Source: an optimization exercise on an open RTL-to-GDS flow (aim: a short achievable clock period and few clock cycles per item). Production flows keep margins and buffers that such runs may drop. In this exercise RTL edits were held to simulation tests only and were not proved equivalent to the original. Power figures rest on the tool's default switching activity, not on a simulated workload.

==> run a: inputs <==
==> flow/design.v <==
`default_nettype none
module icache_subsys #(
    parameter int RBW = 5                
) (
    input  wire        clk,
    input  wire        rst,
    input  wire        cpu_req_valid,
    input  wire [31:0] cpu_req_addr,
    output logic       cpu_req_ready,
    input  wire        flush,
    output logic       cpu_resp_valid,
    output logic [31:0] cpu_resp_data,
    output logic       cpu_resp_err,
    output logic [31:0] paddr,
    output logic       psel,
    output logic       penable,
    output logic       pwrite,
    input  wire [31:0] prdata,
    input  wire        pready,
    input  wire        pslverr
);
    localparam int ROB_DEPTH = 1 << RBW;
    logic [15:0]    valid_q;
    logic [25:0]    tag_q   [16];
    logic [31:0]    data_q  [16];
    logic [15:0]    pend_q;              
    logic [25:0]    ptag_q  [16];        
    logic [RBW-1:0] pslot_q [16];        
    logic [29:0]          rob_addr [ROB_DEPTH];    
    logic [31:0]          rob_data [ROB_DEPTH];
    logic [RBW-1:0]       rob_par  [ROB_DEPTH];    
    logic [ROB_DEPTH-1:0] rob_err;
    logic [ROB_DEPTH-1:0] rob_done;
    logic [ROB_DEPTH-1:0] rob_wait;
    logic [RBW:0]         head_q, lptr_q, tail_q;
    logic [RBW-1:0]       head_s, lptr_s, tail_s;
    assign head_s = head_q[RBW-1:0];
    assign lptr_s = lptr_q[RBW-1:0];
    assign tail_s = tail_q[RBW-1:0];
    logic ready_q, acc, full;
    assign full          = (tail_q - head_q) == ROB_DEPTH[RBW:0];
    assign cpu_req_ready = ready_q && !flush;
    assign acc           = cpu_req_valid && ready_q && !flush;
    logic           l_valid;
    logic [29:0]    l_addr;
    logic [RBW:0]   l_slot;
    logic [3:0]     l_idx;
    logic [25:0]    l_tag;
    logic           l_pend, l_ptag_eq, l_arr_hit;
    logic           l_stall, l_adv, l_take, l_hit, l_link, l_miss;
    assign l_idx = l_addr[3:0];
    assign l_tag = l_addr[29:4];
    logic [29:0]    mq_addr [ROB_DEPTH];
    logic [RBW:0]   mq_slot [ROB_DEPTH];
    logic [RBW-1:0] mq_head, mq_tail;
    logic           mq_empty;
    logic           psel_q, penable_q;
    logic [29:0]    paddr_q;
    logic [RBW:0]   fl_slot_q;
    logic           apb_end, apb_free, issue;
    logic           done_q, err_q, rollback;
    logic [31:0]    rdata_q;
    logic [29:0]    c_addr_q;
    logic [RBW:0]   c_slot_q;
    logic [3:0]     c_idx;
    logic [RBW-1:0] c_s;
    assign c_idx    = c_addr_q[3:0];
    assign c_s      = c_slot_q[RBW-1:0];
    assign rollback = done_q && err_q;
    assign l_pend    = pend_q[l_idx];
    assign l_ptag_eq = (ptag_q[l_idx] == l_tag);
    assign l_arr_hit = valid_q[l_idx] && (tag_q[l_idx] == l_tag);
    assign l_stall   = done_q && (c_idx == l_idx);
    assign l_adv     = l_valid && !l_stall && !rollback;
    assign l_take    = !l_valid || l_adv;
    assign l_hit     = !l_pend && l_arr_hit;
    assign l_link    = l_pend && l_ptag_eq;
    assign l_miss    = l_adv && !l_hit && !l_link;
    always_ff @(posedge clk)
    begin
        if (!full)
            rob_addr[tail_s] <= cpu_req_addr[31:2];
        if (l_take)
        begin
            if (lptr_q != tail_q)
            begin
                l_addr <= rob_addr[lptr_s];
                l_slot <= lptr_q;
            end
            else
            begin
                l_addr <= cpu_req_addr[31:2];
                l_slot <= tail_q;
            end
        end
    end
    logic [RBW:0] tail_d, head_d;
    logic         pop;
    assign pop    = (head_q != tail_q) && rob_done[head_s];
    assign tail_d = tail_q + {{RBW{1'b0}}, acc};
    assign head_d = head_q + {{RBW{1'b0}}, pop};
    always_ff @(posedge clk)
    begin
        if (rst)
        begin
            head_q  <= '0;
            lptr_q  <= '0;
            tail_q  <= '0;
            l_valid <= 1'b0;
            ready_q <= 1'b0;
        end
        else
        begin
            tail_q  <= tail_d;
            head_q  <= head_d;
            ready_q <= (tail_d - head_d) != ROB_DEPTH[RBW:0];
            if (rollback)
            begin
                lptr_q  <= c_slot_q + 1'b1;
                l_valid <= 1'b0;
            end
            else if (l_take)
            begin
                if (lptr_q != tail_q || acc)
                    lptr_q <= lptr_q + 1'b1;
                l_valid <= (lptr_q != tail_q) || acc;
            end
        end
    end
    logic [ROB_DEPTH-1:0] keep;
    always_comb
    begin
        for (int i = 0; i < ROB_DEPTH; i++)
            keep[i] = (RBW'(i) - head_s) <= (c_s - head_s);
    end
    always_ff @(posedge clk)
    begin
        if (l_valid)
            rob_data[l_slot[RBW-1:0]] <= data_q[l_idx];
        if (l_adv)
            rob_par[l_slot[RBW-1:0]] <= l_link ? pslot_q[l_idx] : l_slot[RBW-1:0];
        for (int i = 0; i < ROB_DEPTH; i++)
            if (done_q && !err_q && rob_wait[i] && rob_par[i] == c_s)
                rob_data[i] <= rdata_q;
    end
    always_ff @(posedge clk)
    begin
        if (rst)
        begin
            rob_done <= '0;
            rob_wait <= '0;
            rob_err  <= '0;
        end
        else
        begin
            if (rollback)
            begin
                rob_done <= rob_done & keep;
                rob_wait <= rob_wait & keep;
                rob_done[c_s] <= 1'b1;
                rob_wait[c_s] <= 1'b0;
                rob_err[c_s]  <= 1'b1;
            end
            else
            begin
                if (done_q)
                    for (int i = 0; i < ROB_DEPTH; i++)
                        if (rob_wait[i] && rob_par[i] == c_s)
                        begin
                            rob_done[i] <= 1'b1;
                            rob_wait[i] <= 1'b0;
                        end
                if (l_adv)
                begin
                    rob_done[l_slot[RBW-1:0]] <= l_hit;
                    rob_wait[l_slot[RBW-1:0]] <= !l_hit;
                    rob_err[l_slot[RBW-1:0]]  <= 1'b0;
                end
            end
            if (pop)
                rob_done[head_s] <= 1'b0;
        end
    end
    logic resp_valid_q, resp_err_q;
    logic [31:0] resp_data_q;
    always_ff @(posedge clk)
    begin
        if (rst)
            resp_valid_q <= 1'b0;
        else
            resp_valid_q <= pop;
        resp_data_q <= rob_data[head_s];
        resp_err_q  <= rob_err[head_s];
    end
    assign cpu_resp_valid = resp_valid_q;
    assign cpu_resp_data  = resp_data_q;
    assign cpu_resp_err   = resp_err_q;
    assign mq_empty = (mq_head == mq_tail);
    assign apb_end  = penable_q && pready;
    assign apb_free = !psel_q || (apb_end && !pslverr);
    assign issue    = apb_free && !rollback && (!mq_empty || l_miss);
    always_ff @(posedge clk)
    begin
        mq_addr[mq_tail] <= l_addr;
        mq_slot[mq_tail] <= l_slot;
        if (!psel_q || apb_end)
        begin
            if (!mq_empty)
            begin
                paddr_q   <= mq_addr[mq_head];
                fl_slot_q <= mq_slot[mq_head];
            end
            else
            begin
                paddr_q   <= l_addr;
                fl_slot_q <= l_slot;
            end
        end
        if (penable_q)
        begin
            c_addr_q <= paddr_q;
            c_slot_q <= fl_slot_q;
        end
        rdata_q <= prdata;
        err_q   <= pslverr;
    end
    always_ff @(posedge clk)
    begin
        if (rst)
        begin
            mq_head   <= '0;
            mq_tail   <= '0;
            psel_q    <= 1'b0;
            penable_q <= 1'b0;
            done_q    <= 1'b0;
        end
        else
        begin
            if (rollback)
                mq_head <= mq_tail;
            else
            begin
                if (l_miss)
                    mq_tail <= mq_tail + 1'b1;
                if (issue)
                    mq_head <= mq_head + 1'b1;
            end
            if (!psel_q || apb_end)
            begin
                psel_q    <= issue;
                penable_q <= 1'b0;
            end
            else
                penable_q <= 1'b1;
            done_q <= apb_end;
        end
    end
    assign psel    = psel_q;
    assign penable = penable_q;
    assign pwrite  = 1'b0;
    assign paddr   = {paddr_q, 2'b00};
    always_ff @(posedge clk)
    begin
        if (rst || flush)
            valid_q <= '0;
        else if (done_q && !err_q)
            valid_q[c_idx] <= 1'b1;
    end
    always_ff @(posedge clk)
    begin
        if (done_q && !err_q)
        begin
            tag_q[c_idx]  <= c_addr_q[29:4];
            data_q[c_idx] <= rdata_q;
        end
        if (l_miss)
        begin
            ptag_q[l_idx]  <= l_tag;
            pslot_q[l_idx] <= l_slot[RBW-1:0];
        end
    end
    always_ff @(posedge clk)
    begin
        if (rst || rollback)
            pend_q <= '0;
        else
        begin
            if (done_q && pslot_q[c_idx] == c_s)
                pend_q[c_idx] <= 1'b0;
            if (l_miss)
                pend_q[l_idx] <= 1'b1;
        end
    end
endmodule
`default_nettype wire
==> flow/run.sh <==
#!/bin/bash
# synth_recipe.tcl (not shown) runs the flow's synth.tcl, then flattens the netlist and writes it again
# the make line also repeats each setting of config.mk as NAME=value (left out here)
make -C /OpenROAD-flow-scripts/flow DESIGN_CONFIG=/design/flow/config.mk WORK_HOME=/design/flow/orfs CLKGATE_MAP_FILE= SYNTH_SCRIPT=/design/flow/synth_recipe.tcl finish
==> flow/config.mk <==
export PLATFORM = sky130hd
export DESIGN_NAME = icache_subsys
export DESIGN_NICKNAME = icache_subsys
export VERILOG_FILES = /design/flow/design.v
export SDC_FILE = /design/flow/constraint.sdc
export NUM_CORES = 4
export LEC_CHECK = 0
export CAP_MARGIN = 20
export CORE_MARGIN = 2
export CORE_UTILIZATION = 40
export SLEW_MARGIN = 20
==> flow/constraint.sdc <==
create_clock -name core_clock -period 5.0 [get_ports {clk}]
set_input_delay 1.0000 -clock core_clock [delete_from_list [all_inputs] [get_ports {clk}]]
set_output_delay 1.0000 -clock core_clock [all_outputs]
set_load 0.01 [all_outputs]
==> run b (differences from run a) <==
--- a/flow/design.v
+++ b/flow/design.v
@@ -1,6 +1,6 @@
 `default_nettype none
 module icache_subsys #(
-    parameter int RBW = 5                
+    parameter int RBW = 6                
 ) (
     input  wire        clk,
     input  wire        rst,
==> summary of the runs <==
In run a the clock skew is lower than in run b, by 44 ps. Of run b and run a, run a has the higher register-to-register slack (gap 90 ps). Between run a and run b, the lower sequential power is in run a (gap about 40%, measured against run b). Between run b and run a, the lower global-route usage is in run a (gap 1.4 points). In run a the design area is lower than in run b, by 42%. Of run b and run a, run b has the higher count of clock-buffer cells in the layout (gap 462). Total power: run a is smaller than run b (about 40%). Clock power: run a is smaller than run b (about 40%). Critical path depth: run b is higher than run a (9). Run a completed without violations. Run b went through all stages and came out clean. Synthesized cell count: run a is lower than run b (about 40%). Between run b and run a, the lower maximum frequency is in run b (gap about 1.8%, measured against run a).
==> figures <==
item	run b	run a
Placed standard-cell area	387000 um^2	224000 um^2
Final setup skew	159 ps	116 ps
Wire per inst	32.0 um	29.9 um
Sequential-to-total area share from yosys stat	70.5%	71.1%
Worst-Margin Slew	1210 ps	1210 ps
Number of flip-flops in the largest register	2048	1024
Endpoint, Worst Hold	rob_addr[20][0]	rdata_q[11]
Syn-to-layout area delta	14.9%	14.7%
Filler cells	75667	43986
Post-Route Hold Slack	185 ps	370 ps
Count of routing violations after the opening detailed-route iteration	27608	13805
Number of distinct standard cells referenced by the synthesized netlist	90	83
Buffers & Inverters on Critical Path	5	4
Total internal power	0.149 W	0.0894 W
Result of the run	complete, no violations	complete, no violations
Stages on the worst setup path	22	13
Layout Cell Area excl Fill	416000 um^2	242000 um^2
Count of inverters not on the clock network in the layout	149	72
Maximum fanout along the worst path	5	43
Number of enable flip-flop cells after synthesis	8271	4828
Register bit count reported by yosys	8614	5069
Met3 track utilization from global routing	3.70%	3.54%
Weighted congestion at the end of routability-driven global placement	0.931	0.858
Testbench counts of run a, summed over its fixed seeds: cycles 16,349, items 12,000.
Testbench counts of run b, summed over its fixed seeds: cycles 15,107, items 12,000.

==> port drivers added, routing unchanged <==
Ports are ideal in the flow. The routed layouts listed here were re-timed in OpenROAD. Step 1, drivers: a clkbuf_16 drives clk and a buf_2 each remaining input, both assumed. Step 2 also shifts input and output timing later by t, the mid clock arrival at the registers, as if the neighbouring blocks saw the same clock. Three values: ideal, step 1, step 2; two values: the first two.
run	t, ns	setup WS [ns]	hold WS [ns]
run a	1.158	0.222 / 0.222 / 0.222	0.370 / 0.282 / 0.419
run b	1.329	0.134 / 0.134 / 0.134	0.185 / 0.083 / 0.420
After both steps setup and hold are still met in every run listed.
